What follows belongs to an exercise in optimizing a design on an open flow for small area, a short achievable clock period and few clock cycles per item; a production flow would make more cautious choices.
Only simulation tests tie the RTL to the original design; equivalence was not proved.

== main ==
==> flow/design.v (excerpt) <==
module face_track_associator #(
  parameter int unsigned MAX_FACES = fta_pkg::MAX_FACES_DEF
) (
  input  logic                        clk_i,
  input  logic                        rst_ni,
  input  logic                        in_valid,
  output logic                        in_ready,
  input  logic                        in_func,
  input  logic [fta_pkg::COORD_W-1:0] in_det_x,
  input  logic [fta_pkg::COORD_W-1:0] in_det_y,
  input  logic [fta_pkg::COORD_W-1:0] in_det_width,
  input  logic [fta_pkg::COORD_W-1:0] in_det_height,
  input  logic                        in_passes_check,
  output logic                        out_valid,
  input  logic                        out_ready,
  output logic                        out_result_kind,
  output logic                        out_matched,
  output logic [fta_pkg::COORD_W-1:0] out_kept_x,
  output logic [fta_pkg::COORD_W-1:0] out_kept_y,
  output logic                        out_stored,
  output logic                        out_overflow,
  output logic [fta_pkg::TRACK_W-1:0] out_tracked_count,
  input  logic                        psel,
  input  logic                        penable,
  input  logic                        pwrite,
  input  logic [fta_pkg::APB_AW-1:0]  paddr,
  input  logic [fta_pkg::APB_DW-1:0]  pwdata,
  output logic [fta_pkg::APB_DW-1:0]  prdata,
  output logic                        pready
);
Size: about 8300 cells after synthesis, about 1300 flip-flops, roughly 0.092 mm² of cells after synthesis.
make LEC_CHECK=0 CAP_MARGIN=20 CORE_MARGIN=2 CORE_UTILIZATION=40 SLEW_MARGIN=20 finish   # period 8.5 ns
run.sh (not shown) runs the stock make flow with config.mk's settings and CLKGATE_MAP_FILE= SYNTH_SCRIPT=/design/flow/synth_recipe.tcl, a recipe that flattens the netlist after the stock synthesis.
Testbench counts of main, summed over its fixed seeds: cycles 5,441, items 3,950.
Relative to main, the following input files were edited for the feature branch:
--- a/flow/design.v
+++ b/flow/design.v
@@ -104,25 +104,36 @@
   endfunction
   function automatic logic [FB-1:0] bound_mask(input logic [3:0] mn, input logic [3:0] mv,
                                                input logic [3:0] md);
     for (int b = 0; b < FB; b++)
       bound_mask[b] = (b >= 1) && (6'(b) + 6'(md) + 6'd1 >= 6'(mn) + 6'(mv));
   endfunction
   logic [3:0]    mnum, mden;
-  logic [FB-1:0] hmx_in, hmy_in;
+  logic [FB-1:0] hmx_in, hmy_in, lox_in, hix_in, loy_in, hiy_in;
   logic          den_zero, nocand_in;
   assign mnum      = msb_of(CW'(num_q));
   assign mden      = msb_of(CW'(den_q));
   assign den_zero  = den_zero_q;
   assign nocand_in = (num_q == '0) || (in_det_width == '0) || (in_det_height == '0);
   assign hmx_in    = den_zero ? '0 : bound_mask(mnum, msb_of(in_det_width), mden);
   assign hmy_in    = den_zero ? '0 : bound_mask(mnum, msb_of(in_det_height), mden);
+  function automatic logic [2*FB-1:0] window(input logic [FB-1:0] c, input logic [FB-1:0] hm);
+    logic [FB-1:0] p;
+    logic [FB+1:0] lo, hi;
+    p  = hm & ~{hm[FB-2:0], 1'b0};           
+    lo = (FB+2)'(c) + (FB+2)'(1) - (FB+2)'(p);
+    hi = (FB+2)'(c) + (FB+2)'(p);
+    if (p == '0) window = {{FB{1'b1}}, {FB{1'b0}}};
+    else window = {hi[FB] ? {FB{1'b1}} : hi[FB-1:0], lo[FB+1] ? {FB{1'b0}} : lo[FB-1:0]};
+  endfunction
+  assign {hix_in, lox_in} = window(in_det_x[CW-1 -: FB], hmx_in);
+  assign {hiy_in, loy_in} = window(in_det_y[CW-1 -: FB], hmy_in);
   logic          a_v_q, a_func_q, a_pass_q, a_first_q, a_nocand_q;
   logic [CW-1:0] a_x_q, a_y_q, a_w_q, a_h_q;
-  logic [FB-1:0] a_hmx_q, a_hmy_q;
+  logic [FB-1:0] a_lox_q, a_hix_q, a_loy_q, a_hiy_q;
   logic [N-1:0]  a_iss_q;
   localparam int unsigned LW = fta_pkg::LIMIT_W;        
   localparam int unsigned DW = fta_pkg::DIST_W;          
   localparam int unsigned MW = DW + TW + 1;               
   logic          e1_v_q, e1_sv_q, e1_first_q, e1_last_q, e1_func_q, e1_pass_q;
   logic [3:0]    e1_idx_q;
   logic [CW-1:0] e1_x_q, e1_y_q, e1_w_q, e1_h_q;
@@ -148,21 +159,19 @@
   logic [N-1:0]  pass, sv, rem, sel, pend;
   logic          fe_inflight, blk, can_issue, slot_last, a_done;
   logic [3:0]    sel_idx;
   logic [CW-1:0] sel_x, sel_y;
   logic [CW:0]   sel_dx, sel_dy;            
   always_comb begin
     for (int i = 0; i < N; i++) begin
-      logic [FB:0]   ddx, ddy;
-      logic [FB-1:0] ux, uy;
-      ddx = {1'b0, a_x_q[CW-1 -: FB]} - {1'b0, ox_q[i][CW-1 -: FB]};
-      ddy = {1'b0, a_y_q[CW-1 -: FB]} - {1'b0, oy_q[i][CW-1 -: FB]};
-      ux  = ddx[FB-1:0] ^ {FB{ddx[FB]}};
-      uy  = ddy[FB-1:0] ^ {FB{ddy[FB]}};
-      pass[i] = olive_q[i] && ((ux & a_hmx_q) == '0) && ((uy & a_hmy_q) == '0);
+      logic [FB-1:0] tx, ty;
+      tx = ox_q[i][CW-1 -: FB];
+      ty = oy_q[i][CW-1 -: FB];
+      pass[i] = olive_q[i] && (tx >= a_lox_q) && (tx <= a_hix_q) &&
+                (ty >= a_loy_q) && (ty <= a_hiy_q);
     end
   end
   assign sv  = (a_func_q || a_nocand_q) ? '0 : pass;
   assign rem = sv & ~a_iss_q;
   always_comb begin
     pend = '0;
     if (e1_v_q && e1_sv_q) pend[e1_idx_q] = 1'b1;
@@ -208,16 +217,18 @@
     if (in_valid && in_ready) begin
       a_func_q   <= in_func;
       a_pass_q   <= in_passes_check;
       a_x_q      <= in_det_x;
       a_y_q      <= in_det_y;
       a_w_q      <= in_det_width;
       a_h_q      <= in_det_height;
-      a_hmx_q    <= hmx_in;
-      a_hmy_q    <= hmy_in;
+      a_lox_q    <= lox_in;
+      a_hix_q    <= hix_in;
+      a_loy_q    <= loy_in;
+      a_hiy_q    <= hiy_in;
       a_nocand_q <= nocand_in;
       a_iss_q    <= '0;
       a_first_q  <= 1'b1;
     end else if (can_issue) begin
       a_iss_q    <= a_iss_q | sel;
       a_first_q  <= 1'b0;
     end
## What came out
- The feature branch improves on main in maximum clock frequency.
- Going from main to the feature branch, peak per-stage delay on the critical path grows by 380 ps.
- The feature branch vs main, adder-cell area share of the yosys netlist went up by 5.3 points.
Testbench counts of the feature branch, summed over its fixed seeds: cycles 5,441, items 3,950.

afterwards: timing with drivers on the ports:
The results above use ideal ports. As a check the final layouts listed here were re-extracted and re-timed, cells and wires unchanged.
Step 1: set_driving_cell puts a clkbuf_16 on clk_i and a buf_2 on each other input, an assumption about the parent block.
Step 2 moves the port delays by t, midway between the first and last clock arrival at a register: inputs arrive t later, outputs are due t later. That takes back most of the time a late clock gives input paths.
Three values: no drivers, after step 1, after step 2; two values: the first two.
run | t (ns) | setup slack, ns | worst data-port slew with drivers (ns)
main | 0.872 | 0.194 / 0.100 / 0.327 | 0.21
the feature branch | 0.866 | 0.454 / 0.371 / 0.454 | 0.09
After both steps every run listed still meets setup and hold.
